This is an optimization exercise on Yosys and OpenROAD, whose aim is small area, a short achievable clock period and few clock cycles, not a production implementation. Where RTL was checked, it was by simulation tests only, not by an equivalence proof against the original. For runs 5 and 6, only the layout was checked, not whether the RTL still works. Power and IR drop assume default switching activity.

==> flow/design.v <==
package acc_drain_requant_pkg;
    localparam int ACC_WIDTH   = 32;    
    localparam int ACT_WIDTH   = 8;     
    localparam int REQ_SCALE_W = 16;    
    localparam int REQ_SHIFT_W = 5;     
    localparam int PROD_W      = ACC_WIDTH + REQ_SCALE_W;   
endpackage
import acc_drain_requant_pkg::*;
module acc_drain_requant_requant_stage (
    input  logic                 clk,
    input  logic [ACC_WIDTH-1:0] acc_i,
    input  logic                 ovf_i,
    input  logic [8:0]           b_one_i,      
    input  logic [8:0]           b_two_i,
    input  logic [8:0]           b_neg_i,
    input  logic [3:0]           sh_hi_i,      
    input  logic [7:0]           sh_lo_i,      
    input  logic [REQ_SHIFT_W-1:0] shift_i,    
    output logic [ACT_WIDTH-1:0] data_o,
    output logic                 sat_o
);
    localparam int W = PROD_W;
    logic [33:0]  ax;
    logic [8:0]   b_one, b_two, b_neg;
    logic [33:0]  r [9];
    logic [W-1:0] pp [9];
    always_comb begin
        ax = {{2{acc_i[31]}}, acc_i};
        b_one = b_one_i;
        b_two = b_two_i;
        b_neg = b_neg_i;
        for (int j = 0; j < 9; j++) begin
            for (int i = 0; i < 34; i++) begin
                r[j][i] = ((b_one[j] & ax[i]) | (b_two[j] & ((i == 0) ? 1'b0 : ax[i-1]))) ^ b_neg[j];
            end
        end
        pp[0] = '0;
        pp[0][32:0] = r[0][32:0];
        pp[0][33] = r[0][33];
        pp[0][34] = r[0][33];
        pp[0][35] = ~r[0][33];
        for (int i = 36; i < W; i += 2) pp[0][i] = 1'b1;
        for (int j = 1; j < 9; j++) begin
            pp[j] = '0;
            for (int i = 0; i < 33; i++) if (2*j + i < W) pp[j][2*j+i] = r[j][i];
            if (2*j + 33 < W) pp[j][2*j+33] = ~r[j][33];
            pp[j][2*j-2] = b_neg[j-1];
        end
    end
    function automatic logic [2*W-1:0] csa(input logic [W-1:0] x, input logic [W-1:0] y,
                                           input logic [W-1:0] z);
        logic [W-1:0] s, c;
        s = x ^ y ^ z;
        c = ((x & y) | (x & z) | (y & z)) << 1;
        csa = {c, s};
    endfunction
    logic [W-1:0] l1 [6];
    logic [W-1:0] l2 [4];
    logic [W-1:0] l3 [3];
    always_comb begin
        for (int g = 0; g < 3; g++) {l1[2*g+1], l1[2*g]} = csa(pp[3*g], pp[3*g+1], pp[3*g+2]);
        for (int g = 0; g < 2; g++) {l2[2*g+1], l2[2*g]} = csa(l1[3*g], l1[3*g+1], l1[3*g+2]);
        {l3[1], l3[0]} = csa(l2[0], l2[1], l2[2]);
        l3[2] = l2[3];
    end
    logic [W-1:0] a_r_q [3];
    logic         a_ovf_q, a_neg_q;
    always_ff @(posedge clk) begin
        for (int k = 0; k < 3; k++) a_r_q[k] <= l3[k];
        a_ovf_q <= ovf_i;
        a_neg_q <= acc_i[ACC_WIDTH-1];
    end
    logic [W-1:0] l4 [2];
    logic [W-1:0] b_p_q;
    logic         b_ovf_q, b_neg_q;
    logic [W-1:0] pg_g [7];
    logic [W-1:0] pg_p [7];
    logic [W-1:0] sum_b;
    always_comb begin
        {l4[1], l4[0]} = csa(a_r_q[0], a_r_q[1], a_r_q[2]);
        pg_g[0] = l4[0] & l4[1];
        pg_p[0] = l4[0] ^ l4[1];
        for (int lv = 0; lv < 6; lv++) begin
            for (int i = 0; i < W; i++) begin
                if ((i >> lv) & 1) begin
                    pg_g[lv+1][i] = pg_g[lv][i] | (pg_p[lv][i] & pg_g[lv][((i >> lv) << lv) - 1]);
                    pg_p[lv+1][i] = pg_p[lv][i] & pg_p[lv][((i >> lv) << lv) - 1];
                end else begin
                    pg_g[lv+1][i] = pg_g[lv][i];
                    pg_p[lv+1][i] = pg_p[lv][i];
                end
            end
        end
        sum_b[0] = pg_p[0][0];
        for (int i = 1; i < W; i++) sum_b[i] = pg_p[0][i] ^ pg_g[6][i-1];
    end
    always_ff @(posedge clk) begin
        b_p_q   <= sum_b;
        b_ovf_q <= a_ovf_q;
        b_neg_q <= a_neg_q;
    end
    logic [W:0]          v;
    logic [16:0]         y;
    logic [9:0]          w;
    logic [10:0]         qq;
    logic [9:0]          q;
    logic [W-1:0]        mask;
    logic                ext_ok, in_rng, neg;
    always_comb begin
        v = {b_p_q, 1'b0};
        for (int j = 0; j < 17; j++) begin
            y[j] = (sh_hi_i[0] & v[j]) | (sh_hi_i[1] & v[j+8]) |
                   (sh_hi_i[2] & v[j+16]) | (sh_hi_i[3] & v[j+24]);
        end
        for (int i = 0; i < 10; i++) begin
            w[i] = |(sh_lo_i & y[i +: 8]);
        end
        for (int j = 0; j < W; j++) mask[j] = (j >= 8) && (j - 8 >= int'(shift_i));
        neg    = b_p_q[W-1];
        ext_ok = ~|((b_p_q ^ {W{neg}}) & mask);
        qq     = {w[9], w} + 11'd1;
        q      = qq[10:1];
        in_rng = ext_ok && (q[9:7] == 3'b000 || q[9:7] == 3'b111);
        if (b_ovf_q) begin
            data_o = b_neg_q ? 8'h80 : 8'h7f;
            sat_o  = 1'b1;
        end else if (in_rng) begin
            data_o = q[7:0];
            sat_o  = 1'b0;
        end else begin
            data_o = neg ? 8'h80 : 8'h7f;
            sat_o  = 1'b1;
        end
    end
endmodule
import acc_drain_requant_pkg::*;
module acc_drain_requant (
    input  logic                   clk,
    input  logic                   rst_n,
    input  logic                   start,
    input  logic [16*ACC_WIDTH-1:0] acc_in,
    input  logic [15:0]            ovf_in,
    input  logic [REQ_SCALE_W-1:0] scale,
    input  logic [REQ_SHIFT_W-1:0] shift,
    output logic                   clear_acc,
    output logic                   busy,
    output logic                   done,
    output logic signed [ACT_WIDTH-1:0] out_data,
    output logic                   out_valid,
    input  logic                   out_ready,
    output logic                   out_last,
    output logic                   out_sat
);
    localparam int N = 16;
    logic                   busy_q, clear_q, done_q;
    logic [3:0]             head_q;
    logic [4:0]             nxt_q, want_q;
    logic                   v1_q, v2_q;
    logic [3:0]             i1_q, i2_q;
    logic [ACC_WIDTH:0]     ring_q [N];
    logic [8:0]             b_one_q, b_two_q, b_neg_q;
    logic [REQ_SHIFT_W-1:0] shift_q;
    logic [3:0]             sh_hi_q;
    logic [7:0]             sh_lo_q;
    logic                   ld_q;
    logic                   rot_q;       
    logic                   ov_n_q;      
    logic [17:0]            sx;
    logic accept, issue, out_free, arrive, load, drop, last_xfer;
    logic [ACT_WIDTH-1:0] res_data;
    logic                 res_sat;
    assign sx        = {2'b00, scale};
    assign busy      = busy_q;
    assign clear_acc = clear_q;
    assign done      = done_q;
    assign accept    = start & ld_q;
    assign issue     = ~ld_q & ~nxt_q[4] & (head_q == nxt_q[3:0]);
    assign out_free  = ov_n_q | out_ready;
    assign arrive    = ~ld_q & v2_q & ({1'b0, i2_q} == want_q);
    assign load      = arrive & out_free;
    assign drop      = arrive & ~out_free;
    assign last_xfer = ~ov_n_q & out_ready & want_q[4];
    always_ff @(posedge clk) begin
        for (int i = 0; i < N; i++) begin
            ring_q[i] <= ({(ACC_WIDTH+1){ld_q}} & {ovf_in[i], acc_in[i*ACC_WIDTH +: ACC_WIDTH]}) |
                         ({(ACC_WIDTH+1){rot_q}} & ring_q[(i + 1) % N]);
        end
        if (ld_q) begin
            for (int j = 0; j < 9; j++) begin
                b_neg_q[j] <= sx[2*j+1];
                b_one_q[j] <= sx[2*j] ^ ((j == 0) ? 1'b0 : sx[2*j-1]);
                b_two_q[j] <= (sx[2*j+1] & ~sx[2*j] & ~((j == 0) ? 1'b0 : sx[2*j-1])) |
                              (~sx[2*j+1] & sx[2*j] & ((j == 0) ? 1'b0 : sx[2*j-1]));
            end
            shift_q <= shift;
        end
        for (int j = 0; j < 4; j++) sh_hi_q[j] <= (shift_q[4:3] == 2'(j));
        for (int j = 0; j < 8; j++) sh_lo_q[j] <= (shift_q[2:0] == 3'(j));
    end
    always_ff @(posedge clk or negedge rst_n) begin
        if (!rst_n) begin
            busy_q    <= 1'b0;
            ld_q      <= 1'b1;
            rot_q     <= 1'b0;
            clear_q   <= 1'b0;
            done_q    <= 1'b0;
            head_q    <= '0;
            nxt_q     <= '0;
            want_q    <= '0;
            v1_q      <= 1'b0;
            v2_q      <= 1'b0;
            out_valid <= 1'b0;
            ov_n_q    <= 1'b1;
        end else begin
            clear_q <= accept;
            done_q  <= last_xfer;
            if (accept) begin
                busy_q <= 1'b1;
                ld_q   <= 1'b0;
            end else if (last_xfer) begin
                busy_q <= 1'b0;
                ld_q   <= 1'b1;
            end
            rot_q <= ~(ld_q ? ~start : last_xfer);
            head_q <= ld_q ? 4'd0 : head_q + 4'd1;
            if (ld_q)         nxt_q <= '0;
            else if (drop)   nxt_q <= want_q;
            else if (issue)  nxt_q <= nxt_q + 5'd1;
            if (ld_q)         want_q <= '0;
            else if (load)   want_q <= want_q + 5'd1;
            v1_q <= issue;
            v2_q <= v1_q;
            if (load) begin
                out_valid <= 1'b1;
                ov_n_q    <= 1'b0;
            end else if (out_ready) begin
                out_valid <= 1'b0;
                ov_n_q    <= 1'b1;
            end
        end
    end
    always_ff @(posedge clk) begin
        i1_q <= nxt_q[3:0];
        i2_q <= i1_q;
        if (out_free) begin
            out_data <= res_data;
            out_sat  <= res_sat;
            out_last <= (i2_q == 4'd15);
        end
    end
    acc_drain_requant_requant_stage u_stage (
        .clk     (clk),
        .acc_i   (ring_q[0][ACC_WIDTH-1:0]),
        .ovf_i   (ring_q[0][ACC_WIDTH]),
        .b_one_i (b_one_q),
        .b_two_i (b_two_q),
        .b_neg_i (b_neg_q),
        .sh_hi_i (sh_hi_q),
        .sh_lo_i (sh_lo_q),
        .shift_i (shift_q),
        .data_o  (res_data),
        .sat_o   (res_sat)
    );
endmodule
==> flow/flow/run.sh <==
#!/bin/bash
# Own layout flow: the standard ORFS flow (standard.sh), with these changes to how the
# layout is made:
#  - ports are buffered with sky130_fd_sc_hd__buf_1 instead of the default port buffer cell
#  - repair_timing (post-CTS and post-global-route) aims for extra setup slack (flow/margin.txt),
#    so the optimiser keeps improving the critical paths below the 10 ns clock period
#  - optional clock-tree-synthesis arguments (flow/cts_args.txt)
# Make's full output goes to standard_make.log here; ORFS's per-step logs stay under orfs/logs.
set -euo pipefail
MARGIN=$(cat flow/margin.txt 2>/dev/null || echo 6.5)
ARGS=("BUFFER_PORTS_ARGS=-buffer_cell sky130_fd_sc_hd__buf_1" "SETUP_SLACK_MARGIN=${MARGIN}")
if [[ -s flow/cts_args.txt ]]; then
  ARGS+=("CTS_ARGS=$(cat flow/cts_args.txt)")
fi
bash standard.sh "${ARGS[@]}" finish > standard_make.log 2>&1
==> flow/flow/cts_args.txt <==
-sink_clustering_enable -repair_clock_nets -sink_clustering_size 20 -sink_clustering_max_diameter 100 -buf_list sky130_fd_sc_hd__clkbuf_16 -dont_use_dummy_load
==> flow/flow/margin.txt <==
6.6
==> flow/standard.sh <==
#!/bin/bash
# synth_recipe.tcl (not shown) runs the flow's synth.tcl, then flattens the netlist and writes it again
# the make line also repeats each setting of config.mk as NAME=value (left out here)
make -C /OpenROAD-flow-scripts/flow DESIGN_CONFIG=/design/flow/config.mk WORK_HOME=/design/flow/orfs CLKGATE_MAP_FILE= SYNTH_SCRIPT=/design/flow/synth_recipe.tcl "${@:-finish}"
==> flow/config.mk <==
export PLATFORM = sky130hd
export DESIGN_NAME = acc_drain_requant
export DESIGN_NICKNAME = acc_drain_requant
export VERILOG_FILES = /design/flow/design.v
export SDC_FILE = /design/flow/constraint.sdc
export NUM_CORES = 4
export LEC_CHECK = 0
export CAP_MARGIN = 20
export CORE_MARGIN = 2
export CORE_UTILIZATION = 40
export SLEW_MARGIN = 20
==> flow/constraint.sdc <==
create_clock -name core_clock -period 10.0 [get_ports {clk}]
set_input_delay 2.0000 -clock core_clock [delete_from_list [all_inputs] [get_ports {clk}]]
set_output_delay 2.0000 -clock core_clock [all_outputs]
set_load 0.01 [all_outputs]
==> key figures, run 1 <==
Run status
  • Status: timing/DRC/antenna clean

Critical path
  • Cell chain of the critical path: a22oi_1 > xnor2_1 > fa_1 > inv_1 > fa_1 > inv_1 > fa_1
  • Worst Path Arrival: ~3.8 ns
  • Worst setup EP type: flip-flop
  • Crit-path max cell delay: 1.11 ns
  • Worst R2R Setup Slack: 6.63 ns
  • R2R depth: 7
  • Critical path start-end classification: flip-flop to flip-flop
  • WP data required: around 10 ns
  • Worst r2r dst: u_stage.a_r_q[1][23]
  • Worst path bufs/invs: 2
  • Delay-heaviest family, CP: adder cells
  • CP startpoint kind: flip-flop
  • Critical-path top delay cell: dfxtp_1
  • Crit Reg-Reg Startpoint: ring_q[0][22]
  • Crit-path most repeated cell: fa_1
  • Max FO, Critical Path: 18

Place
  • Dpl cell area: ~39,000 µm²
  • GP Congestion: 0.909
  • Port bufs: 566
  • Post-DP HPWL: around 86,000 µm

Route
  • Iteration-0 DRC Markers: 2,238
  • Post-DR wirelength/cell: about 25 µm
  • WL final: ~120,000 µm
  • Via count: between 20k and 30k
  • Via/cell ratio: between 5 and 6
  • Post-route ant nets: 0
  • Drt first pass iters: 6
  • Remaining DRCs: 0

Synthesis
  • Ys async rst share: 2.92%
  • Avg Cell Area, Syn: 11.2 µm²
  • Yosys reg bits: between 700 and 800
  • Number of flops mapped to enable cells by yosys: 39
  • Synth cell types: 73
  • Syn Nets: about 4k
  • Top post-synthesis cells by area: dfxtp_1 (40%), a22o_1 (13%), fa_1 (12%)
  • Mapped cell area: 36,500 µm²
  • Most used DFF post-synth: dfxtp_1
  • Share of the synthesized area in the top cell type: 39.8%
  • Cell accounting for the most synthesized area: dfxtp_1
  • Mapped Cells: 3,250
  • Post-synthesis sequential area ratio: between 40% and 50%
  • Total number of yosys warnings: 13

Worst hold path
  • Cells on Worst Hold Path: 0
  • Min-delay src: u_stage.a_r_q[0][0]
  • Min-Delay Path Class: flip-flop to flip-flop
  • Worst Hold Path EP: u_stage.b_p_q[0]

GRT
  • Total GRT Usage: 24.9%
  • Initial antenna violation count: 23
  • GRT overflow: 0
  • Vias in the first global route: 26.7k
  • Global-route wire length before repair: between 150,000 and 200,000 µm
  • Largest net degree at the start of global routing: roughly 210

Die
  • Core box area: between 90,000 and 100,000 µm²
  • Number of I/O pins: around 570
  • Initial Util: between 40% and 50%
  • Site Rows: between 100 and 150
  • Die Ht: around 300 µm
  • Die width: 306 µm
  • Die Area: ~94,000 µm²

Clocking
  • H-tree depth: 2
  • Clk Latency, worst-skew pair: about 0.63 ns
  • Cts bufs inserted: between 40 and 50
  • CTS root buf: clkbuf_16
  • Num Clock Sinks: roughly 800
  • Clock tree buffer depth: 3
  • CTS Hold Buffers Added: 0
  • CTS tree: done
  • Clock Pin Slew Worst Setup and Hold Paths: approximately 0.090 ns

Timing
  • Setup violators final: 0
  • Setup tns final: 0 ns
  • Fin. max-slew vios: 0
  • Hold slack: between 0.3 and 0.4 ns
  • Max transition margin: between 20% and 30%
  • Final worst path period need: ~3.4 ns
  • Worst Clk Skew: just under 0.08 ns
  • Fmax: approximately 0.30 GHz
  • Final Hold Fails: 0
  • Fin crit share: 33.7%
  • Worst-Margin Slew: roughly 1.2 ns
  • RSZ-0062 raised after global routing: yes

Power and ir drop
  • Leak Pwr: between 15 and 20 nW
  • VDD IR max: 0.000137 V
  • Cell area power density: 125 nW/µm²

Layout
  • Final Cell Area: between 40,000 and 50,000 µm²
  • Layout Utilization: 45.3%
  • Area added between synthesis and finish: 11.9%
  • NumNets Final: about 4.5k
  • Share of layout cells above drive strength 1: under 10%

Job
  • # Max-Cap Violations: 0
## timing repair
action	CTS	global route
setup buffers	6	17
setup endpoints to repair	14	41
pin swaps	2	6
gates resized for setup	12	26
## placed cells by master (no fill, tap or decap), types with 10 or more instances in the layout
| master | instances |
|---|---|
| xnor2_1 | 200 |
| buf_4 | 71 |
| nor2b_1 | 10 |
| nand2b_1 | 12 |
| ha_1 | 82 |
| nand2_1 | 52 |
| nor2_1 | 52 |
| nor3_1 | 15 |
| inv_1 | 220 |
| and3_1 | 11 |
| buf_1 | 566 |
| and2_1 | 32 |
| clkbuf_16 | 47 |
| a21oi_1 | 31 |
| xor2_1 | 134 |
| a22oi_1 | 278 |
| dfrtp_1 | 20 |
| diode_2 | 17 |
| fa_1 | 224 |
| dfxtp_1 | 716 |
| dfxtp_2 | 10 |
| edfxtp_1 | 39 |
| a22o_1 | 553 |
| o21ai_0 | 47 |
| nand3_1 | 15 |
| o21a_1 | 20 |
## synth_stat cells (10+ instances only)
master,instances
clkbuf_1,249
and2_1,33
nor2b_1,10
a21oi_1,31
a22o_1,554
xnor2_1,201
inv_1,220
a22oi_1,278
nor3_1,16
a21boi_0,10
nand2b_1,12
and3_1,12
xor2_1,134
ha_1,83
fa_1,224
o21ai_0,49
o21a_1,20
buf_1,50
nand2_1,54
dfxtp_1,727
dfrtp_1,21
nand3_1,15
nor2_1,53
edfxtp_1,39
## per-stage QoR
stage	total power, mW	cells	setup slack, ns
5_1_grt	5.30	4820	6.51
3_5_place_dp	3.34	4735	6.31
4_1_cts	5.18	4788	6.59
6_report	5.13	4822	6.63
3_3_place_gp	3.34	4735	6.31
2_1_floorplan	3.24	3250	6.74
## sequential cells by signal (all words and copies together) (netlist names), 4 cells and up
signal	count
head_q	4
i2_q	4
shift_q	5
out_data	8
ring_q	528
u_stage.a_r_q	127
nxt_q	5
b_one_q	9
want_q	5
u_stage.b_p_q	48
b_neg_q	7
sh_hi_q	4
b_two_q	8
i1_q	4
sh_lo_q	8
## worst max path at each step
stage	startpoint	endpoint	slack, ns	cells after the start
after floorplan	u_stage.a_r_q[2][28]	u_stage.b_p_q[47]	6.74	11
after global placement	u_stage.a_r_q[2][19]	u_stage.b_p_q[47]	6.31	13
after detailed placement	u_stage.a_r_q[2][19]	u_stage.b_p_q[47]	6.31	13
after CTS	u_stage.a_r_q[2][19]	u_stage.b_p_q[47]	6.59	14
after global routing	u_stage.a_r_q[2][19]	u_stage.b_p_q[35]	6.51	14
final	ring_q[0][22]	u_stage.a_r_q[1][23]	6.63	7
## per-layer routing
metal / wire [µm] / part of all wire, % / global-route usage [%]
met2: 55700 / 47 / 40.3
met4: 3430 / 2.9 / 8.04
met5: 84 / 0.070 / 0
met1: 50300 / 42 / 32.8
met3: 10000 / 8.4 / 5.83
## final cells by class
cell class                      count  area, µm²
Antenna cell                       17       42.5
Multi-Input combinational cell   1931      18300
Tap cell                         1176       1470
Sequential cell                   789      16300
Timing Repair Buffer              642       2730
Inverter                          220        826
Clock buffer                       47       1180
Fill cell                        8549      49400
## power by group
group	internal, mW	switching, mW
clock	0.834	1.03
combinational	0.0524	0.0501
sequential	3.16	0.0000000000000000145
## logic make-up (layout without fill, tap and decap cells)
group | Yosys count | after routing | share of synthesized area (%)
AOI/OAI and AO/OA | 1015 | 1015 | 22.5
xor gates and xnor gates | 335 | 335 | 8.03
adders and majority gates | 307 | 307 | 15.1
buffers and inverters | 530 | 909 | 5.55
DFF | 789 | 789 | 44.6
muxes | 14 | 14 | 0.411
other | 0 | 17 | 0
and+or+nand+nor | 260 | 260 | 3.80
Testbench counts, summed over its fixed seeds: cycles 20,488.
==> run 2: changes to the inputs <==
==> flow/flow/margin.txt (replaced) <==
6.8
==> key figures, run 2 <==
Layout
  • Commonest non-fill, non-tap cell in the layout: dfxtp_1
  • Fill count: roughly 8.5k
  • Top reg by flops: ring_q
  • Share of layout cells above drive strength 1: 5.49%
  • Area of the multi-input gates: 18,400 µm²
  • Area added between synthesis and finish: 12.4%
  • Max reg flops: between 500 and 600
  • Seq. cell area: between 15,000 and 20,000 µm²
  • Most frequent cells in the layout: dfxtp_1 (704), buf_1 (561), a22o_1 (554), a22oi_1 (278), fa_1 (223)
  • Top Registers: ring_q (528), u_stage.a_r_q (127), u_stage.b_p_q (48)
  • NumNets Final: between 4k and 5k

Critical path
  • Worst setup EP type: output port
  • WP data required: 8.00 ns
  • CP startpoint kind: flip-flop
  • Critical-path top delay cell: edfxtp_1
  • Critical path start-end classification: flip-flop to output port
  • Worst path bufs/invs: 1
  • Max FO, Critical Path: 1
  • Cell chain of the critical path: buf_6
  • Delay-heaviest family, CP: flip-flops
  • Worst Path Arrival: about 1.2 ns
  • Crit-path max cell delay: between 0.4 and 0.5 ns

Route
  • Iteration-0 DRC Markers: between 2k and 2.5k
  • Remaining DRCs: 0
  • Via count: around 27k
  • Drt first pass iters: 8
  • Post-route ant nets: 0
  • WL final: ~120,000 µm
  • Post-DR wirelength/cell: roughly 25 µm
  • Via/cell ratio: ~5.6

Synthesis
  • Most used DFF post-synth: dfxtp_1
  • Ys async rst share: 2.92%
  • Number of flops mapped to enable cells by yosys: 39
  • Mapped Cells: 3,250
  • Cell accounting for the most synthesized area: dfxtp_1
  • Most frequent cell after synthesis: dfxtp_1
  • Post-synth top cells: dfxtp_1 (727), a22o_1 (554), a22oi_1 (278)
  • Total number of yosys warnings: 13
  • Avg Cell Area, Syn: approximately 11 µm²
  • Syn Nets: a little over 4k
  • Synth cell types: 73
  • Share of the synthesized area in the top cell type: 39.8%
  • Post-synthesis sequential area ratio: between 40% and 50%
  • Top post-synthesis cells by area: dfxtp_1 (40%), a22o_1 (13%), fa_1 (12%)
  • Yosys reg bits: slightly below 800
  • Mapped cell area: 36,500 µm²

Clocking
  • CTS tree: done
  • Cts bufs inserted: 48
  • H-tree depth: 2
  • Clock tree buffer depth: 3
  • Clk Latency, worst-skew pair: about 0.62 ns
  • CTS root buf: clkbuf_16
  • CTS Hold Buffers Added: 0
  • Num Clock Sinks: approximately 790
  • Clock Pin Slew Worst Setup and Hold Paths: ~0.080 ns

Power and ir drop
  • Cell area power density: between 100 and 150 nW/µm²
  • VDD IR max: 0.000141 V
  • Leak Pwr: approximately 16 nW

Timing
  • Final worst path period need: around 3.2 ns
  • Fmax: ~0.31 GHz
  • Fin. max-slew vios: 0
  • Max transition margin: just over 30%
  • Hold slack: between 0.3 and 0.4 ns
  • Worst Clk Skew: 0.0862 ns
  • Fin crit share: a little under a third
  • Setup tns final: 0 ns
  • Worst-Margin Slew: between 1 and 1.5 ns
  • RSZ-0062 raised after global routing: yes
  • Final Hold Fails: 0
  • Setup violators final: 0

Die
  • Site Rows: 110
  • Die Area: 93,800 µm²
  • Number of I/O pins: ~570
  • Core box area: roughly 90,000 µm²
  • Die width: a little over 300 µm
  • Initial Util: about two fifths
  • Die Ht: 306 µm

GRT
  • Initial antenna violation count: 19
  • Global-route wire length before repair: about 180,000 µm
  • Vias in the first global route: between 20k and 30k
  • Largest net degree at the start of global routing: about 220
  • Total GRT Usage: about a quarter
  • GRT overflow: 0

Job
  • # Max-Cap Violations: 0

Worst hold path
  • Min-Delay Path Class: flip-flop to flip-flop

Run status
  • Status: timing/DRC/antenna clean

Place
  • GP Congestion: a little under 0.9
  • Port bufs: 566
  • Post-DP HPWL: 85,600 µm
[run 2: cell counts after synthesis]
No cell type changed its count.
[run 2: area by class of cell]
class,instances,share of cell area [%]
repair buffers,640,6.81
clock buffers,48,2.92
flip-flops and latches,789,39.8
inverters,220,2.01
diodes,11,0.0670
well taps,1176,3.58
multi-input cells,1931,44.8
[run 2: final timing paths]
kind / start / to / slack [ns] / cells after the start
min in group asynchronous: rst_n / head_q[3] / 1.35 / 2
max reg2reg: u_stage.b_p_q[15] / out_data[0] / 6.82 / 11
max in group asynchronous: rst_n / ov_n_q / 8.37 / 2
min: i1_q[0] / i2_q[0] / 0.33 / 0
min reg2reg: i1_q[0] / i2_q[0] / 0.33 / 0
max: out_last / out_last / 6.82 / 1
[run 2: metal layers]
metal  track usage (%)  share of wire (%)
met1              32.9                 42
met4              7.97                3.0
met2              41.4                 47
met3              5.36                7.7
met5             0.207              0.092
[run 2: cell families (layout without fill, tap and decap cells)]
family                     after synthesis  count (layout)  share of synthesized area, %
buffers and inverters                  530             908                          5.55
AOI/OAI and AO/OA                     1015            1015                          22.5
adders and majority gates              307             307                          15.1
other                                    0              11                             0
and+or+nand+nor                        260             260                          3.80
xor gates and xnor gates               335             335                          8.03
DFF                                    789             789                          44.6
muxes                                   14              14                         0.411
[run 2: per-stage QoR]
stage                     power [mW]  instances  worst slack (ns)  utilization, %  instance area [µm²]
final                           5.16       4815              6.82            45.5                41100
after global routing            5.32       4812              6.73            45.5                41100
after CTS                       5.21       4796              6.74            45.3                40900
after detailed placement        3.34       4732              6.32            43.6                39400
after global placement          3.34       4732              6.36            43.6                39400
after floorplan                 3.24       3250              6.81               -                36500
[run 2: repair_timing]
item / 4_1_cts / 5_1_grt
buffers inserted: 16 / 7
cloned: 0 / 1
setup endpoints to repair: 106 / 59
resized for setup: 55 / 20
pin swaps: 25 / 11
[run 2: report_power, final]
part,switching (mW),internal (mW)
sequential,0.0000000000000000131,3.16
clock,1.05,0.850
combinational,0.0499,0.0524
total,1.10,4.07
==> run 3: changes to the inputs <==
==> flow/flow/cts_args.txt (replaced) <==
-sink_clustering_enable -repair_clock_nets -sink_clustering_size 26 -sink_clustering_max_diameter 120 -buf_list sky130_fd_sc_hd__clkbuf_16 -dont_use_dummy_load
==> flow/flow/margin.txt (replaced) <==
7.0
==> key figures, run 3 <==
Run status
  • Status: timing/DRC/antenna clean

GRT
  • GRT overflow: 0
  • Total GRT Usage: approximately 25%
  • Global-route wire length before repair: 176,000 µm
  • Vias in the first global route: about 27k
  • Initial antenna violation count: 12
  • Largest net degree at the start of global routing: about 220

Power and ir drop
  • VDD IR max: roughly 0.00014 V
  • Leak Pwr: about 16 nW
  • Cell area power density: ~120 nW/µm²

Timing
  • Fin. max-slew vios: 0
  • Max transition margin: 35.1%
  • Final Hold Fails: 0
  • Final worst path period need: ~3.2 ns
  • Worst-Margin Slew: 0.974 ns
  • Setup violators final: 0
  • Fin crit share: between 30% and 40%
  • Fmax: 0.309 GHz
  • Setup tns final: 0 ns
  • Worst Clk Skew: around 0.088 ns
  • RSZ-0062 raised after global routing: yes
  • Hold slack: between 0.3 and 0.4 ns

Synthesis
  • Ys async rst share: under 10%
  • Portion of netlist area occupied by mux cells: less than 1%
  • Most used DFF post-synth: dfxtp_1
  • Post-synthesis xor/xnor area fraction: under 10%
  • Top post-synthesis cells by area: dfxtp_1 (40%), a22o_1 (13%), fa_1 (12%)
  • Cell accounting for the most synthesized area: dfxtp_1
  • Share of the synthesized area in the top cell type: between 30% and 40%
  • Number of flops mapped to enable cells by yosys: 39
  • Combinational family with the most area after synthesis: compound AO/OA/AOI/OAI gates
  • Post-synthesis sequential area ratio: roughly 45%
  • Total number of yosys warnings: 13
  • Compound-Gate Fraction of Synth Area: between 20% and 30%
  • Syn Nets: 4,110
  • Area share of and/or/nand/nor cells after synthesis: 3.80%
  • Most frequent cell after synthesis: dfxtp_1
  • Avg Cell Area, Syn: approximately 11 µm²
  • Yosys reg bits: 789
  • Mapped cell area: approximately 37,000 µm²
  • Post-synth top cells: dfxtp_1 (727), a22o_1 (554), a22oi_1 (278)
  • Mapped Cells: approximately 3.3k
  • Synth cell types: 73
  • Synth Area in Adders: between 10% and 20%

Route
  • Post-route ant nets: 0
  • Via/cell ratio: about 5.6
  • Post-DR wirelength/cell: around 25 µm
  • Via count: around 27k
  • Drt first pass iters: 6
  • WL final: 120,000 µm
  • Remaining DRCs: 0
  • Iteration-0 DRC Markers: 2,455

Die
  • Core box area: approximately 90,000 µm²
  • Number of I/O pins: approximately 570
  • Die Ht: between 300 and 400 µm
  • Die Area: around 94,000 µm²
  • Site Rows: 110
  • Initial Util: approximately two fifths
  • Die width: about 310 µm

Critical path
  • WP data required: ~11 ns
  • Crit-path max cell delay: roughly 0.60 ns
  • Cell chain of the critical path: fa_1 > ha_4 > a21o_1 > a221o_1 > nor4_4 > o21bai_2 > a221oi_4 > buf_4 > a21oi_2 > or3_4 > a21oi_2 > xnor2_1
  • Worst setup EP type: flip-flop
  • Max FO, Critical Path: 5
  • Delay-heaviest family, CP: compound AO/OA/AOI/OAI gates
  • Critical-path top delay cell: fa_1
  • Worst path bufs/invs: 1
  • Crit-path most repeated cell: a21oi_2
  • CP startpoint kind: flip-flop
  • Critical path start-end classification: flip-flop to flip-flop
  • Worst Path Arrival: roughly 3.8 ns

Worst hold path
  • Min-Delay Path Class: flip-flop to flip-flop

Place
  • GP Congestion: between 0.9 and 1
  • Dpl cell area: 39,400 µm²
  • Post-DP HPWL: around 84,000 µm
  • Port bufs: about 570

Clocking
  • Clock Pin Slew Worst Setup and Hold Paths: around 0.1 ns
  • CTS root buf: clkbuf_16
  • Clock tree buffer depth: 3
  • CTS tree: done
  • Cts bufs inserted: 39
  • H-tree depth: 2
  • Clk Latency, worst-skew pair: approximately 0.63 ns
  • Num Clock Sinks: 789
  • CTS Hold Buffers Added: 0

Layout
  • NumNets Final: around 4.5k
  • Final Cell Area: approximately 42,000 µm²
  • Area added between synthesis and finish: 14.3%
  • Top Registers: ring_q (528), u_stage.a_r_q (127), u_stage.b_p_q (48)
  • Commonest non-fill, non-tap cell in the layout: dfxtp_1
  • Share of layout cells above drive strength 1: between 8 and 9%
  • Most frequent cells in the layout: dfxtp_1 (701), buf_1 (556), a22o_1 (549), a22oi_1 (275), fa_1 (223)
  • Top reg by flops: ring_q
  • Layout Utilization: between 40 and 50%
  • Max reg flops: about 530

Job
  • # Max-Cap Violations: 0
==> run 3: cell counts after synthesis <==
Identical to the previous run, type by type.
==> run 3: kinds of logic (layout without fill, tap and decap cells) <==
logic type | after synthesis | after routing
other cells | 0 | 7
flops | 789 | 789
fa+ha+maj | 307 | 307
buf+inv | 530 | 936
simple gates | 260 | 260
xor+xnor | 335 | 335
mux | 14 | 14
compound gates | 1015 | 1015
==> run 3: path summary, 6_finish.rpt <==
path / start / to / slack, ns / cells after the start
worst max-delay path: u_stage.a_r_q[2][25] / u_stage.b_p_q[44] / 6.76 / 12
worst min-delay path: u_stage.a_r_q[0][2] / u_stage.b_p_q[2] / 0.33 / 0
worst max register to register: u_stage.a_r_q[2][25] / u_stage.b_p_q[44] / 6.76 / 12
worst min register to register: u_stage.a_r_q[0][2] / u_stage.b_p_q[2] / 0.33 / 0
max in group asynchronous: rst_n / ov_n_q / 8.33 / 2
min in group asynchronous: rst_n / busy_q / 1.38 / 2
==> run 3: worst reg2reg max path, delay by kind of cell (launching register included) <==
family	cells	cell delay, ns
compound gates	6	1.18
xor+xnor	1	0.12
fa+ha+maj	2	0.84
buf+inv	1	0.16
flops	1	0.32
simple gates	2	0.58
==> run 3: cell type report <==
cell class,instances,area [µm²]
Fill cell,8520,48500
Multi-Input combinational cell,1931,18900
Sequential cell,789,16400
Timing Repair Buffer,677,3230
Tap cell,1176,1470
Clock buffer,39,976
Inverter,220,826
Antenna cell,7,17.5
==> run 3: what timing repair did <==
action | in CTS | in global routing
setup endpoints to repair | 337 | 115
resized for setup | 111 | 108
buffers inserted | 40 | 22
pin swaps | 21 | 34
cloned | 0 | 1
==> run 3: layer usage <==
metal / share of wire (%) / GRT usage [%]
met1: 43 / 33.5
met2: 48 / 41.4
met3: 6.9 / 4.42
met4: 2.3 / 6.37
met5: 0.032 / 0
==> run 3: through the flow <==
| stage | power (mW) | cells | setup slack (ns) |
|---|---|---|---|
| final | 4.98 | 4839 | 6.76 |
| after global routing | 5.14 | 4838 | 6.63 |
| after CTS | 5.03 | 4809 | 6.77 |
| after detailed placement | 3.34 | 4730 | 6.40 |
| after global placement | 3.34 | 4730 | 6.43 |
| after floorplan | 3.24 | 3250 | 7.00 |
==> run 3: where the power goes <==
| part | switching (mW) | internal (mW) |
|---|---|---|
| combinational | 0.0499 | 0.0524 |
| sequential | 0.0000000000000000166 | 3.16 |
| clock | 1.01 | 0.702 |
| total | 1.06 | 3.92 |
==> run 4: changes to the inputs <==
==> flow/flow/margin.txt (replaced) <==
6.8
==> key figures, run 4 <==
Critical path
  • Cell chain of the critical path: fa_1 > ha_4 > a21o_1 > a221o_1 > nor4_2 > o21bai_1 > a221oi_2 > buf_4 > a21oi_2 > or3_4 > a21oi_2 > xnor2_1
  • Crit-path max cell delay: 0.57 ns
  • Max FO, Critical Path: 3
  • Worst R2R Setup Slack: 6.84 ns
  • CP startpoint kind: flip-flop
  • Worst r2r dst: u_stage.b_p_q[44]
  • Critical path start-end classification: flip-flop to flip-flop
  • Delay-heaviest family, CP: compound AO/OA/AOI/OAI gates
  • Critical-path top delay cell: fa_1
  • WP data required: ~11 ns
  • R2R depth: 12
  • Worst setup EP type: flip-flop
  • Worst Path Arrival: ~3.7 ns
  • Crit-path most repeated cell: a21oi_2
  • Crit Reg-Reg Startpoint: u_stage.a_r_q[0][25]
  • Worst path bufs/invs: 1

Timing
  • RSZ-0062 raised after global routing: yes
  • Fin. max-slew vios: 0
  • Setup tns final: 0 ns
  • Final worst path period need: around 3.2 ns
  • Final Hold Fails: 0
  • Max transition margin: roughly a third
  • Worst-Margin Slew: 1.02 ns
  • Setup violators final: 0
  • Fmax: 0.316 GHz
  • Fin crit share: a little under a third
  • Worst Clk Skew: 0.0614 ns

Synthesis
  • Mapped cell area: around 37,000 µm²
  • Post-synth top cells: dfxtp_1 (727), a22o_1 (554), a22oi_1 (278)
  • Synth Area in Adders: between 15 and 20%
  • Top post-synthesis cells by area: dfxtp_1 (40%), a22o_1 (13%), fa_1 (12%)
  • Most frequent cell after synthesis: dfxtp_1
  • Portion of netlist area occupied by mux cells: less than 1%
  • Post-synthesis sequential area ratio: 44.6%
  • Area share of and/or/nand/nor cells after synthesis: under 10%
  • Avg Cell Area, Syn: approximately 11 µm²
  • Number of flops mapped to enable cells by yosys: 39
  • Syn Nets: around 4.1k
  • Share of the synthesized area in the top cell type: between 30% and 40%
  • Synth cell types: 73
  • Yosys reg bits: 789
  • Most used DFF post-synth: dfxtp_1
  • Cell accounting for the most synthesized area: dfxtp_1
  • Total number of yosys warnings: 13
  • Post-synthesis xor/xnor area fraction: approximately 8%
  • Compound-Gate Fraction of Synth Area: 22.5%
  • Mapped Cells: 3,250
  • Combinational family with the most area after synthesis: compound AO/OA/AOI/OAI gates
  • Ys async rst share: about 3%

Route
  • Via/cell ratio: between 5 and 6
  • Post-DR wirelength/cell: around 25 µm
  • Drt first pass iters: 5
  • WL final: around 120,000 µm
  • Iteration-0 DRC Markers: around 2.3k
  • Via count: between 20k and 30k
  • Remaining DRCs: 0
  • Post-route ant nets: 0

Clocking
  • Clock tree buffer depth: 3
  • Clk Latency, worst-skew pair: just over 0.6 ns
  • CTS tree: done
  • Num Clock Sinks: about 790
  • CTS root buf: clkbuf_16
  • Cts bufs inserted: 38
  • H-tree depth: 2
  • CTS Hold Buffers Added: 0
  • Clock Pin Slew Worst Setup and Hold Paths: 0.10 ns

Layout
  • Final Cell Area: just over 40,000 µm²
  • Seq. cell area: approximately 16,000 µm²
  • Area of the multi-input gates: around 18,000 µm²
  • Fill count: between 8k and 9k
  • Top reg by flops: ring_q
  • Max reg flops: 528
  • Post-route insts no fill: about 4.8k
  • Share of layout cells above drive strength 1: roughly 5.4%
  • NumNets Final: 4,483
  • Most frequent cells in the layout: dfxtp_1 (702), buf_1 (561), a22o_1 (553), a22oi_1 (278), fa_1 (223)
  • Top Registers: ring_q (528), u_stage.a_r_q (127), u_stage.b_p_q (48)
  • Commonest non-fill, non-tap cell in the layout: dfxtp_1
  • Area added between synthesis and finish: 11.9%

Worst hold path
  • Min-Delay Path Class: flip-flop to flip-flop
  • Cells on Worst Hold Path: 0
  • Worst Hold Path EP: i2_q[3]
  • Min-delay src: i1_q[3]

Place
  • Placed cells: between 4k and 5k
  • Dpl cell area: between 30,000 and 40,000 µm²
  • GP Congestion: around 0.9
  • Post-DP HPWL: between 80,000 and 90,000 µm
  • Port bufs: 566

Die
  • Site Rows: 110
  • Core box area: 90,300 µm²
  • Die Ht: between 300 and 400 µm
  • Initial Util: 40.5%
  • Die Area: around 94,000 µm²
  • Number of I/O pins: around 570
  • Die width: slightly above 300 µm

GRT
  • Largest net degree at the start of global routing: 218
  • Vias in the first global route: 27.0k
  • Total GRT Usage: around 25%
  • Global-route wire length before repair: about 180,000 µm
  • GRT overflow: 0
  • Initial antenna violation count: 20

Power and ir drop
  • Cell area power density: 121 nW/µm²
  • VDD IR max: 0.000116 V
  • Leak Pwr: about 16 nW

Job
  • # Max-Cap Violations: 0

Run status
  • Status: timing/DRC/antenna clean
run 4: cell types whose count changed in the layout (fill, tap and decap cells not counted), sizes merged:
cell,change
buf,-29
clkbuf,-6
diode,+4
run 4: worst max-delay path by stage:
stage               cells after the start                 start           endpoint  slack, ns
floorplan                              11  u_stage.a_r_q[2][28]  u_stage.b_p_q[44]       6.81
global placement                       13  u_stage.a_r_q[2][19]  u_stage.b_p_q[44]       6.36
detailed placement                     10  u_stage.a_r_q[2][11]  u_stage.b_p_q[47]       6.32
CTS                                    12  u_stage.a_r_q[0][25]  u_stage.b_p_q[47]       6.75
global route                           12  u_stage.a_r_q[0][25]  u_stage.b_p_q[44]       6.73
finish                                 12  u_stage.a_r_q[0][25]  u_stage.b_p_q[44]       6.84
run 4: kinds of logic (layout without fill, tap and decap cells):
family | after synthesis | after routing
and+or+nand+nor | 260 | 260
adders and majority gates | 307 | 307
buffers and inverters | 530 | 901
other | 0 | 11
AOI/OAI and AO/OA | 1015 | 1015
DFF | 789 | 789
xor gates and xnor gates | 335 | 335
muxes | 14 | 14
run 4: repair_timing:
item                                    4_1_cts  5_1_grt
resized for setup                            57       26
pin swaps                                    25       12
buffers inserted                             16       11
endpoints found under the setup margin      102       30
run 4: cell type report:
class / count / area share (%)
multi-input combinational: 1931 / 45.1
sequential: 789 / 40.0
timing repair buffer: 643 / 6.90
tap: 1176 / 3.60
clock buffer: 38 / 2.33
inverter: 220 / 2.02
antenna: 11 / 0.0674
run 4: per-layer routing:
| metal | share of wire, % | global-route usage [%] |
|---|---|---|
| met3 | 7.7 | 5.65 |
| met4 | 2.8 | 7.60 |
| met5 | 0.083 | 0.207 |
| met1 | 42 | 32.7 |
| met2 | 47 | 41.3 |
run 4: power breakdown:
part	leakage (nW)	internal (mW)	total, mW	switching (mW)
clock network	0.468	0.684	1.69	1.00
logic	8.69	0.0523	0.102	0.0500
registers	6.57	3.16	3.16	0.0000000000000000131
total	15.7	3.90	4.95	1.05
run 4: stage by stage:
stage / setup WS (ns) / hold WS (ns) / utilization [%] / power, mW
final: 6.84 / 0.313 / 45.3 / 4.95
after global routing: 6.73 / 0.327 / 45.3 / 5.11
after CTS: 6.75 / 0.322 / 45.0 / 5.00
after detailed placement: 6.32 / 0.312 / 43.6 / 3.34
after global placement: 6.36 / 0.311 / 43.6 / 3.34
after floorplan: 6.81 / 0.310 / - / 3.24
==> run 5: changes to the inputs <==
--- a/flow/design.v
+++ b/flow/design.v
@@ -84,5 +84,5 @@
             for (int i = 0; i < W; i++) begin
-                if ((i >> lv) & 1) begin
-                    pg_g[lv+1][i] = pg_g[lv][i] | (pg_p[lv][i] & pg_g[lv][((i >> lv) << lv) - 1]);
-                    pg_p[lv+1][i] = pg_p[lv][i] & pg_p[lv][((i >> lv) << lv) - 1];
+                if (i >= (1 << lv)) begin
+                    pg_g[lv+1][i] = pg_g[lv][i] | (pg_p[lv][i] & pg_g[lv][i - (1 << lv)]);
+                    pg_p[lv+1][i] = pg_p[lv][i] & pg_p[lv][i - (1 << lv)];
                 end else begin
==> flow/flow/cts_args.txt (replaced) <==
-sink_clustering_enable -repair_clock_nets -sink_clustering_size 20 -sink_clustering_max_diameter 100 -buf_list sky130_fd_sc_hd__clkbuf_16 -dont_use_dummy_load
==> flow/flow/margin.txt (replaced) <==
7.0
==> key figures, run 5 <==
Clocking
  • Clk Latency, worst-skew pair: between 0.6 and 0.7 ns
  • Num Clock Sinks: ~790
  • CTS root buf: clkbuf_16
  • Cts bufs inserted: 47
  • H-tree depth: 2
  • Clock Pin Slew Worst Setup and Hold Paths: 0.08 ns
  • CTS Hold Buffers Added: 0
  • Clock tree buffer depth: 3
  • CTS tree: done

Synthesis
  • Mapped Cells: 3,294
  • Share of the synthesized area in the top cell type: between 30% and 40%
  • Ys async rst share: just under 3%
  • Number of flops mapped to enable cells by yosys: 39
  • Yosys reg bits: 789
  • Avg Cell Area, Syn: roughly 11 µm²
  • Top post-synthesis cells by area: dfxtp_1 (39%), a22o_1 (13%), fa_1 (12%)
  • Most frequent cell after synthesis: dfxtp_1
  • Most used DFF post-synth: dfxtp_1
  • Post-synthesis sequential area ratio: between 40% and 50%
  • Synth cell types: roughly 90
  • Total number of yosys warnings: 13
  • Mapped cell area: about 37,000 µm²
  • Cell accounting for the most synthesized area: dfxtp_1
  • Post-synth top cells: dfxtp_1 (727), a22o_1 (557), a22oi_1 (265)
  • Syn Nets: between 4k and 5k

Run status
  • Status: timing/DRC/antenna clean

Place
  • Post-DP HPWL: roughly 86,000 µm
  • Dpl cell area: 39,700 µm²
  • GP Congestion: ~0.88
  • Placed cells: between 4k and 5k
  • Place WS: roughly 6.4 ns
  • Port bufs: about 570

Route
  • WL met2: about 59,000 µm
  • Via/cell ratio: 5.52
  • DR WL met3: about 7400 µm
  • Uppermost layer routed: met5
  • Met1 Wirelength: a little over 50,000 µm
  • Via count: between 20k and 30k
  • Post-route ant nets: 0
  • WL final: 119,000 µm
  • Remaining DRCs: 0
  • Post-DR wirelength/cell: around 24 µm
  • Drt first pass iters: 9
  • Iteration-0 DRC Markers: 2,102

Timing
  • Final worst path period need: ~3.4 ns
  • Fmax: roughly 0.30 GHz
  • Fin. max-slew vios: 0
  • Worst setup margin: approximately 6.6 ns
  • Setup tns final: 0 ns
  • Fin crit share: 33.6%
  • Hold slack: ~0.33 ns
  • Max transition margin: approximately 31%
  • Worst-Margin Slew: a little over 1 ns
  • Setup violators final: 0
  • RSZ-0062 raised after global routing: yes
  • Final Hold Fails: 0
  • Worst Clk Skew: 0.0755 ns

Die
  • Die Area: between 90,000 and 100,000 µm²
  • Die width: 308 µm
  • Core box area: roughly 92,000 µm²
  • Initial Util: between 40 and 50%
  • Site Rows: 111
  • Number of I/O pins: approximately 570
  • Die Ht: between 300 and 400 µm

Critical path
  • Worst Path Arrival: between 3 and 4 ns
  • Max FO, Critical Path: 3
  • WP data required: between 10 and 15 ns
  • CP startpoint kind: flip-flop
  • Crit Reg-Reg Startpoint: u_stage.a_r_q[0][13]
  • Critical path start-end classification: flip-flop to flip-flop
  • Worst R2R Setup Slack: between 6 and 7 ns
  • Worst setup EP type: flip-flop
  • Crit path launch: u_stage.a_r_q[0][13]

Layout
  • Area of the multi-input gates: roughly 19,000 µm²
  • Final Cell Area: approximately 42,000 µm²
  • Fill count: 8,569
  • Most frequent cells in the layout: dfxtp_1 (691), a22o_1 (555), buf_1 (555), a22oi_1 (265), fa_1 (220)
  • Layout Utilization: approximately 46%
  • Seq. cell area: roughly 16,000 µm²
  • Commonest non-fill, non-tap cell in the layout: dfxtp_1
  • Max reg flops: roughly 530
  • Share of layout cells above drive strength 1: under 10%
  • NumNets Final: about 4.6k
  • Top reg by flops: ring_q
  • Post-route insts no fill: approximately 4.9k
  • Area added between synthesis and finish: 13.8%
  • Top Registers: ring_q (528), u_stage.a_r_q (127), u_stage.b_p_q (48)

Worst hold path
  • Min-delay src: i1_q[1]
  • Min-Delay Path Class: flip-flop to flip-flop

GRT
  • Total GRT Usage: 24.6%
  • Initial antenna violation count: 13
  • Largest net degree at the start of global routing: between 200 and 250
  • GRT overflow: 0
  • Vias in the first global route: between 20k and 30k
  • Global-route wire length before repair: roughly 180,000 µm

Job
  • # Max-Cap Violations: 0

Power and ir drop
  • Power Total: 5.13 mW
  • Leak Pwr: ~16 nW
  • VDD IR max: approximately 0.00012 V
  • Cell area power density: approximately 120 nW/µm²
==> run 5: power breakdown <==
part | switching (mW) | total [mW] | leakage (nW) | internal, mW
logic | 0.0500 | 0.102 | 9.07 | 0.0523
registers | 0.0000000000000000151 | 3.16 | 6.58 | 3.16
clock network | 1.03 | 1.87 | 0.579 | 0.834
total | 1.08 | 5.13 | 16.2 | 4.05
==> run 5: cell families after synthesis <==
| family | share of synthesized area [%] |
|---|---|
| buffers and inverters | 5.37 |
| xor gates and xnor gates | 7.95 |
| muxes | 0.539 |
| AOI/OAI and AO/OA | 23.0 |
| adders and majority gates | 14.8 |
| DFF | 44.1 |
| and+or+nand+nor | 4.21 |
==> run 5: path summary, 6_finish.rpt <==
kind,to,cells past startpoint
min in group asynchronous,busy_q,2
max reg2reg,u_stage.b_p_q[45],13
min,i2_q[1],0
max,u_stage.b_p_q[45],13
max in group asynchronous,ov_n_q,2
min reg2reg,i2_q[1],0
==> run 5: worst max-delay path, stage by stage (launching register included) <==
cell and delay (ns):
dfxtp_1 0.32, fa_1 0.59, ha_4 0.22, a21o_1 0.17
a31o_1 0.18, a221o_1 0.38, o211ai_4 0.26, buf_6 0.14
a211oi_4 0.07, or2_1 0.24, a21o_1 0.23, a41oi_2 0.18
nor2b_2 0.19, xnor2_1 0.12
==> run 5: area by class of cell <==
cell class                      count  area share, %
Clock buffer                       47           2.80
Antenna cell                        7         0.0417
Sequential cell                   789           39.0
Inverter                          202           1.80
Multi-Input combinational cell   1994           45.4
Timing Repair Buffer              675           7.42
Tap cell                         1186           3.53
==> run 5: timing repair <==
item                       4_1_cts  5_1_grt
buffers inserted                53       15
gates resized for setup        105       67
pin swaps                       36       24
setup endpoints to repair      435      302
==> run 5: metal layers <==
metal / vias up / global-route usage [%]
met5: - / 0
met4: 8 / 5.82
met3: 161 / 4.45
met2: 958 / 42.4
met1: 13400 / 31.9
li1: 12500 / -
==> run 6: changes to the inputs <==
--- a/flow/design.v
+++ b/flow/design.v
@@ -84,5 +84,5 @@
             for (int i = 0; i < W; i++) begin
-                if (i >= (1 << lv)) begin
-                    pg_g[lv+1][i] = pg_g[lv][i] | (pg_p[lv][i] & pg_g[lv][i - (1 << lv)]);
-                    pg_p[lv+1][i] = pg_p[lv][i] & pg_p[lv][i - (1 << lv)];
+                if ((i >> lv) & 1) begin
+                    pg_g[lv+1][i] = pg_g[lv][i] | (pg_p[lv][i] & pg_g[lv][((i >> lv) << lv) - 1]);
+                    pg_p[lv+1][i] = pg_p[lv][i] & pg_p[lv][((i >> lv) << lv) - 1];
                 end else begin
@@ -160,3 +160,4 @@
     logic [ACC_WIDTH:0]     ring_q [N];
-    logic [8:0]             b_one_q, b_two_q, b_neg_q;
+    logic [REQ_SCALE_W-1:0] scale_q;
+    logic [8:0]             b_one, b_two, b_neg;
     logic [REQ_SHIFT_W-1:0] shift_q;
@@ -171,3 +172,11 @@
     logic                 res_sat;
-    assign sx        = {2'b00, scale};
+    assign sx        = {2'b00, scale_q};
+    always_comb begin
+        for (int j = 0; j < 9; j++) begin
+            b_neg[j] = sx[2*j+1];
+            b_one[j] = sx[2*j] ^ ((j == 0) ? 1'b0 : sx[2*j-1]);
+            b_two[j] = (sx[2*j+1] & ~sx[2*j] & ~((j == 0) ? 1'b0 : sx[2*j-1])) |
+                       (~sx[2*j+1] & sx[2*j] & ((j == 0) ? 1'b0 : sx[2*j-1]));
+        end
+    end
     assign busy      = busy_q;
@@ -188,8 +197,3 @@
         if (ld_q) begin
-            for (int j = 0; j < 9; j++) begin
-                b_neg_q[j] <= sx[2*j+1];
-                b_one_q[j] <= sx[2*j] ^ ((j == 0) ? 1'b0 : sx[2*j-1]);
-                b_two_q[j] <= (sx[2*j+1] & ~sx[2*j] & ~((j == 0) ? 1'b0 : sx[2*j-1])) |
-                              (~sx[2*j+1] & sx[2*j] & ((j == 0) ? 1'b0 : sx[2*j-1]));
-            end
+            scale_q <= scale;
             shift_q <= shift;
@@ -254,5 +258,5 @@
         .ovf_i   (ring_q[0][ACC_WIDTH]),
-        .b_one_i (b_one_q),
-        .b_two_i (b_two_q),
-        .b_neg_i (b_neg_q),
+        .b_one_i (b_one),
+        .b_two_i (b_two),
+        .b_neg_i (b_neg),
         .sh_hi_i (sh_hi_q),
==> flow/flow/cts_args.txt (replaced) <==
-sink_clustering_enable -repair_clock_nets -sink_clustering_size 26 -sink_clustering_max_diameter 120 -buf_list sky130_fd_sc_hd__clkbuf_16 -dont_use_dummy_load
==> flow/flow/margin.txt (replaced) <==
6.8
==> key figures, run 6 <==
GRT
  • Global-route wire length before repair: around 230,000 µm
  • Largest net degree at the start of global routing: 198
  • Total GRT Usage: between 20% and 30%
  • Initial antenna violation count: 15
  • Vias in the first global route: 34.6k
  • GRT overflow: 0

Critical path
  • Worst setup EP type: flip-flop
  • Critical-path top delay cell: fa_1
  • Critical path start-end classification: flip-flop to flip-flop
  • Cell chain of the critical path: buf_12 > clkbuf_16 > maj3_1 > o21ai_1 > fa_1 > fa_1 > inv_1 > fa_1
  • Max FO, Critical Path: 62
  • CP startpoint kind: flip-flop
  • Worst path bufs/invs: 3
  • WP data required: approximately 10 ns
  • R2R depth: 8
  • Delay-heaviest family, CP: adder cells
  • Worst Path Arrival: approximately 3.8 ns
  • Crit-path most repeated cell: fa_1
  • Crit-path max cell delay: between 0.5 and 0.6 ns
  • Worst path depth: 8

Layout
  • Area added between synthesis and finish: 18.9%
  • Max reg flops: 528
  • Top reg by flops: ring_q
  • Top Registers: ring_q (528), u_stage.a_r_q (127), u_stage.b_p_q (48)
  • Post-route insts no fill: approximately 6.4k
  • Share of layout cells above drive strength 1: between 10% and 20%
  • Area of the multi-input gates: 24,300 µm²
  • Commonest non-fill, non-tap cell in the layout: dfxtp_1
  • Seq. cell area: ~16,000 µm²
  • Fill count: between 10k and 15k
  • NumNets Final: slightly below 6k
  • Most frequent cells in the layout: dfxtp_1 (719), buf_1 (564), a22o_1 (553), nand2_1 (450), nor2_1 (315)

Place
  • Place WS: approximately 5.4 ns
  • GP Congestion: 0.890
  • Post-DP HPWL: 101,000 µm
  • Port bufs: around 570
  • Placed cells: 6,197

Timing
  • Max transition margin: between 30% and 40%
  • RSZ-0062 raised after global routing: yes
  • Setup violators final: 0
  • Setup tns final: 0 ns
  • Fin crit share: 33.4%
  • Worst setup margin: approximately 6.7 ns
  • Fmax: 0.299 GHz
  • Final Hold Fails: 0
  • Final worst path period need: between 3 and 4 ns
  • Worst-Margin Slew: around 0.93 ns
  • Fin. max-slew vios: 0
  • Worst Clk Skew: a little under 0.08 ns

Synthesis
  • Compound-Gate Fraction of Synth Area: a little over a quarter
  • Yosys reg bits: between 700 and 800
  • Number of flops mapped to enable cells by yosys: 31
  • Portion of netlist area occupied by mux cells: less than 1%
  • Avg Cell Area, Syn: 9.00 µm²
  • Ys async rst share: about 3%
  • Synth cell types: just under 80
  • Combinational family with the most area after synthesis: compound AO/OA/AOI/OAI gates
  • Total number of yosys warnings: 13
  • Area share of and/or/nand/nor cells after synthesis: around a tenth
  • Cell accounting for the most synthesized area: dfxtp_1
  • Top post-synthesis cells by area: dfxtp_1 (35%), a22o_1 (11%), fa_1 (11%)
  • Post-synthesis xor/xnor area fraction: 1.39%
  • Mapped Cells: 4,685
  • Mapped cell area: around 42,000 µm²
  • Most used DFF post-synth: dfxtp_1
  • Synth Area in Adders: between 10% and 20%
  • Post-synth top cells: dfxtp_1 (727), a22o_1 (553), nand2_1 (458)
  • Post-synthesis sequential area ratio: 38.1%
  • Share of the synthesized area in the top cell type: between 30% and 40%
  • Syn Nets: approximately 5.5k
  • Most frequent cell after synthesis: dfxtp_1

Route
  • DR WL met3: 16,000 µm
  • WL met2: 74,900 µm
  • Uppermost layer routed: met5
  • Met1 Wirelength: between 60,000 and 70,000 µm
  • Remaining DRCs: 0
  • WL final: approximately 170,000 µm
  • Via/cell ratio: roughly 5.9
  • Drt first pass iters: 9
  • Via count: ~38k
  • Iteration-0 DRC Markers: approximately 4.8k
  • Post-DR wirelength/cell: roughly 26 µm
  • Post-route ant nets: 0

Die
  • Number of I/O pins: approximately 570
  • Die Area: 108,000 µm²
  • Die width: 329 µm
  • Site Rows: 119
  • Core box area: between 100,000 and 150,000 µm²
  • Die Ht: between 300 and 400 µm
  • Initial Util: between 40% and 50%

Power and ir drop
  • Switching part of the total power: between 20% and 30%
  • Power Total: between 4 and 5 mW
  • Clock share of power: a little over a third
  • Comb power frac: between 1.5 and 2%
  • Switch Pwr: roughly 1.1 mW
  • Leak Pwr: approximately 20 nW
  • Cell area power density: around 100 nW/µm²
  • VDD IR max: approximately 0.00018 V
  • Seq pwr share: 63.3%
  • Power Internal: 3.88 mW

Clocking
  • Cts bufs inserted: 39
  • Num Clock Sinks: 781
  • CTS tree: done
  • Clock tree buffer depth: 3
  • H-tree depth: 2
  • Clk Latency, worst-skew pair: 0.62 ns
  • CTS root buf: clkbuf_16
  • CTS Hold Buffers Added: 0
  • Clock Pin Slew Worst Setup and Hold Paths: 0.10 ns

Worst hold path
  • Min-Delay Path Class: flip-flop to flip-flop
  • Cells on Worst Hold Path: 0

Run status
  • Status: timing/DRC/antenna clean

Job
  • # Max-Cap Violations: 0
[run 6: cell count changes in the layout (fill, tap and decap cells not counted), sizes merged, moves of 115 or more]
cell and delta:
a21oi +209, a22oi -207, buf +115, maj3 +138
nand2 +406, nor2 +260, o21ai +288, o22ai +131
xnor2 -182
[run 6: kinds of logic (layout without fill, tap and decap cells)]
family	count (synthesis)	after routing
adders and majority gates	447	447
AOI/OAI and AO/OA	1603	1603
muxes	8	8
xor gates and xnor gates	67	67
and+or+nand+nor	1016	1021
other	0	8
buffers and inverters	763	1108
DFF	781	781
[run 6: stage by stage]
stage / instance area [µm²] / hold WS, ns / utilization [%]
2_1_floorplan: 42200 / 0.310 / -
3_3_place_gp: 44600 / 0.311 / 42.6
3_5_place_dp: 44600 / 0.312 / 42.6
4_1_cts: 48200 / 0.326 / 46.0
5_1_grt: 50100 / 0.331 / 47.8
6_report: 50100 / 0.327 / 47.8
[run 6: timing repair]
| item | 4_1_cts | 5_1_grt |
|---|---|---|
| gates resized for setup | 246 | 265 |
| gates cloned | 40 | 27 |
| pin swaps | 28 | 83 |
| buffers inserted | 71 | 52 |
| setup endpoints to repair | 143 | 106 |
| endpoints found under the hold margin | 0 | 0 |
[run 6: area by class of cell]
type / count / area share [%]
timing repair buffer: 823 / 12.1
antenna: 8 / 0.0400
tap: 1391 / 3.47
inverter: 246 / 1.85
clock buffer: 39 / 1.95
sequential: 781 / 32.1
multi-input combinational: 3146 / 48.5
[run 6: final timing paths]
kind                                     start              endpoint  slack, ns
setup / recovery                   scale_q[10]  u_stage.a_r_q[0][21]       6.66
max in group asynchronous                rst_n                ov_n_q       8.36
min in group asynchronous                rst_n                busy_q       1.35
hold / removal             u_stage.a_r_q[0][1]      u_stage.b_p_q[1]       0.33
hold reg to reg            u_stage.a_r_q[0][1]      u_stage.b_p_q[1]       0.33
setup reg to reg                   scale_q[10]  u_stage.a_r_q[0][21]       6.66
[run 6: power groups by stage]
stage | combinational [mW] | sequential [mW] | clock [mW]
4_1_cts | 0.0959 | 3.13 | 1.75
5_1_grt | 0.105 | 3.13 | 1.84
3_3_place_gp | 0.0936 | 3.20 | 0
3_5_place_dp | 0.0956 | 3.20 | 0
2_1_floorplan | 0.00153 | 3.20 | 0
6_report | 0.0957 | 3.13 | 1.72
[run 6: per-layer routing]
| layer | vias up | GRT usage, % |
|---|---|---|
| met4 | 8 | 10.8 |
| met5 | - | 0 |
| met2 | 2225 | 44.7 |
| met3 | 410 | 4.98 |
| li1 | 17200 | - |
| met1 | 18400 | 37.8 |

static timing again, ports no longer ideal:
Ports are ideal in the flow. The routed layouts listed here were re-timed in OpenROAD.
Step 1 sets driving cells, clkbuf_16 on the clock port and buf_2 on the other inputs (assumed; they add their load-dependent delay and slew).
Step 2 moves the port delays by t, midway between the first and last clock arrival at a register: inputs arrive t later, outputs are due t later. That takes back most of the time a late clock gives input paths.
Slacks: ideal ports / drivers / drivers and shift; pairs: ideal ports / drivers.
| run | t, ns | setup slack, ns | worst slew at a driven data input, ns |
|---|---|---|---|
| run 1 | 0.660 | 6.626 / 6.626 / 6.591 | 0.13 |
| run 2 | 0.653 | 6.818 / 6.747 / 6.636 | 0.13 |
| run 3 | 0.649 | 6.759 / 6.759 / 6.730 | 0.13 |
| run 4 | 0.642 | 6.839 / 6.781 / 6.577 | 0.13 |
| run 5 | 0.660 | 6.643 / 6.643 / 6.643 | 0.12 |
| run 6 | 0.659 | 6.656 / 6.656 / 6.615 | 0.12 |
After both steps setup and hold are still met in every run listed. The setup slack of run 4, which loses most, moves by -0.058 ns with the drivers and by -0.262 ns with both steps.
